What follows belongs to an exercise in optimizing a design on an open flow for small area, a short achievable clock period and few clock cycles per item; a production flow would make more cautious choices. Only simulation tests tie the RTL to the original design; equivalence was not proved.

==> flow/design.v <==
package fir_pkg;
    localparam int TAPS = 64;
    localparam int DW   = 16;
    localparam int CW   = 16;
    localparam int OW   = DW + CW + $clog2(TAPS);
    localparam int IW   = $clog2(TAPS);
    typedef logic signed [DW-1:0] sample_t;
    typedef logic signed [CW-1:0] coeff_t;
    typedef logic signed [OW-1:0] acc_t;
    typedef enum logic [1:0] {
        IDLE,
        MAC,
        DONE
    } state_t;
endpackage
module fir_coeff_rom (
    input  logic [fir_pkg::IW-1:0]        idx,
    output logic signed [fir_pkg::CW-1:0] coeff
);
    always_comb begin
        case (idx)
            6'd0: coeff =  16'sd512;
            6'd1: coeff =  16'sd496;
            6'd2: coeff =  16'sd480;
            6'd3: coeff =  16'sd464;
            6'd4: coeff =  16'sd448;
            6'd5: coeff =  16'sd432;
            6'd6: coeff =  16'sd416;
            6'd7: coeff =  16'sd400;
            6'd8: coeff =  16'sd384;
            6'd9: coeff =  16'sd368;
            6'd10: coeff =  16'sd352;
            6'd11: coeff =  16'sd336;
            6'd12: coeff =  16'sd320;
            6'd13: coeff =  16'sd304;
            6'd14: coeff =  16'sd288;
            6'd15: coeff =  16'sd272;
            6'd16: coeff =  16'sd256;
            6'd17: coeff =  16'sd240;
            6'd18: coeff =  16'sd224;
            6'd19: coeff =  16'sd208;
            6'd20: coeff =  16'sd192;
            6'd21: coeff =  16'sd176;
            6'd22: coeff =  16'sd160;
            6'd23: coeff =  16'sd144;
            6'd24: coeff =  16'sd128;
            6'd25: coeff =  16'sd112;
            6'd26: coeff =  16'sd96;
            6'd27: coeff =  16'sd80;
            6'd28: coeff =  16'sd64;
            6'd29: coeff =  16'sd48;
            6'd30: coeff =  16'sd32;
            6'd31: coeff =  16'sd16;
            6'd32: coeff =  16'sd0;
            6'd33: coeff = -16'sd16;
            6'd34: coeff = -16'sd32;
            6'd35: coeff = -16'sd48;
            6'd36: coeff = -16'sd64;
            6'd37: coeff = -16'sd80;
            6'd38: coeff = -16'sd96;
            6'd39: coeff = -16'sd112;
            6'd40: coeff = -16'sd128;
            6'd41: coeff = -16'sd144;
            6'd42: coeff = -16'sd160;
            6'd43: coeff = -16'sd176;
            6'd44: coeff = -16'sd192;
            6'd45: coeff = -16'sd208;
            6'd46: coeff = -16'sd224;
            6'd47: coeff = -16'sd240;
            6'd48: coeff = -16'sd256;
            6'd49: coeff = -16'sd272;
            6'd50: coeff = -16'sd288;
            6'd51: coeff = -16'sd304;
            6'd52: coeff = -16'sd320;
            6'd53: coeff = -16'sd336;
            6'd54: coeff = -16'sd352;
            6'd55: coeff = -16'sd368;
            6'd56: coeff = -16'sd384;
            6'd57: coeff = -16'sd400;
            6'd58: coeff = -16'sd416;
            6'd59: coeff = -16'sd432;
            6'd60: coeff = -16'sd448;
            6'd61: coeff = -16'sd464;
            6'd62: coeff = -16'sd480;
            6'd63: coeff = -16'sd496;
            default: coeff = '0;
        endcase
    end
endmodule
module fir_filter (
    input  logic                          clk,
    input  logic                          rst,
    input  logic signed [fir_pkg::DW-1:0] FIR_input,
    input  logic                          input_valid,
    output logic signed [fir_pkg::OW-1:0] FIR_output,
    output logic                          output_valid
);
    localparam int DW   = fir_pkg::DW;
    localparam int TAPS = fir_pkg::TAPS;
    localparam int TW   = 26;                 
    localparam int SW   = 22;                 
    logic signed [DW-1:0]   d [0:TAPS-1];
    logic [6:0]             cnt;              
    logic signed [TW-1:0]   t;
    logic signed [SW-1:0]   s;
    logic                   empty;            
    logic signed [DW-1:0]   old;              
    logic signed [TW-1:0]   a;                
    logic signed [SW-1:0]   b;                
    assign empty = (cnt == 7'd0);
    assign old   = cnt[6] ? d[TAPS-1] : '0;
    assign a     = empty ? '0 : t - TW'(s) + (TW'(old) <<< 5);
    assign b     = empty ? '0 : s - SW'(old);
    always_ff @(posedge clk) begin
        if (input_valid) begin
            d[0] <= FIR_input;
            for (int k = 1; k < TAPS; k++) d[k] <= d[k-1];
            t <= {a[TW-1:5] + (TW-5)'(FIR_input), a[4:0]};
            s <= b + SW'(FIR_input);
        end
    end
    always_ff @(posedge clk) begin
        if (rst) begin
            cnt          <= '0;
            output_valid <= 1'b0;
        end else begin
            output_valid <= input_valid;
            if (input_valid && !cnt[6]) cnt <= cnt + 7'd1;
        end
    end
    assign FIR_output = {{(fir_pkg::OW-TW-4){t[TW-1]}}, t, 4'b0000};
endmodule
clock: 12.0 ns
lec_check: 0
abc_clock_period_in_ps: 3000
cap_margin: 20
core_margin: 2
core_utilization: 60
slew_margin: 20
standard.sh (not shown) runs the stock make flow with config.mk's settings and CLKGATE_MAP_FILE= SYNTH_SCRIPT=/design/flow/synth_recipe.tcl, a recipe that flattens the netlist after the stock synthesis.
==> flow/flow/run.sh <==
#!/bin/bash
# Standard layout, with timing repair aiming well past the required period and
# a clock tree without dummy loads.
set -euo pipefail
bash standard.sh SETUP_SLACK_MARGIN=8.5 \
  "CTS_ARGS=-sink_clustering_enable -repair_clock_nets -dont_use_dummy_load -sink_clustering_size 25 -sink_clustering_max_diameter 80" \
  finish > standard.log 2>&1
The baseline produced a clean layout.
Testbench counts at the start, summed over its fixed seeds: cycles 2,408, items 2,400.
Next try:
==> flow/run.sh (new file) <==
#!/bin/bash
# synth_recipe.tcl (not shown) runs the flow's synth.tcl, then flattens the netlist and writes it again
# the make line also repeats each setting of config.mk as NAME=value (left out here)
make -C /OpenROAD-flow-scripts/flow DESIGN_CONFIG=/design/flow/config.mk WORK_HOME=/design/flow/orfs CLKGATE_MAP_FILE= SYNTH_SCRIPT=/design/flow/synth_recipe.tcl finish
--- a/flow/config.mk
+++ b/flow/config.mk
@@ -10,3 +10,6 @@
 export CORE_MARGIN = 2
 export CORE_UTILIZATION = 60
+export CTS_CLUSTER_DIAMETER = 80
+export CTS_CLUSTER_SIZE = 25
+export SETUP_SLACK_MARGIN = 5
 export SLEW_MARGIN = 20
removed: flow/flow/run.sh
removed: flow/standard.sh
=> Core utilization decreases by 2.4 points; global-route usage decreases by 0.69 points; setup slack got worse by 1.1 ns; die area does not change; worst hold slack improved by 0.064 ns; critical path depth increases by 12.

==> static timing again, ports no longer ideal <==
The results above use ideal ports. As a check the final layouts listed here were re-extracted and re-timed, cells and wires unchanged. Step 1 assumes that a clkbuf_16 drives the clock port and a buf_2 every other input. Step 2, shift: input delay + t, output delay - t, t = (earliest + latest rising clock arrival at the registers) / 2. This alone moves slack from input paths to output paths. a / b / c = no drivers / after step 1 / after step 2; a / b = the first two.
| run | shift t [ns] | slack for setup (ns) | worst setup path after step 2 |
|---|---|---|---|
| the first run | 0.661 | 7.267 / 7.293 / 6.642 | input to register |
| the second run | 0.667 | 6.175 / 6.175 / 6.175 | register to register |
After both steps every run listed still meets setup and hold. For the first run, which loses most, drivers alone change the setup slack by +0.026 ns; drivers and shift together by -0.625 ns.
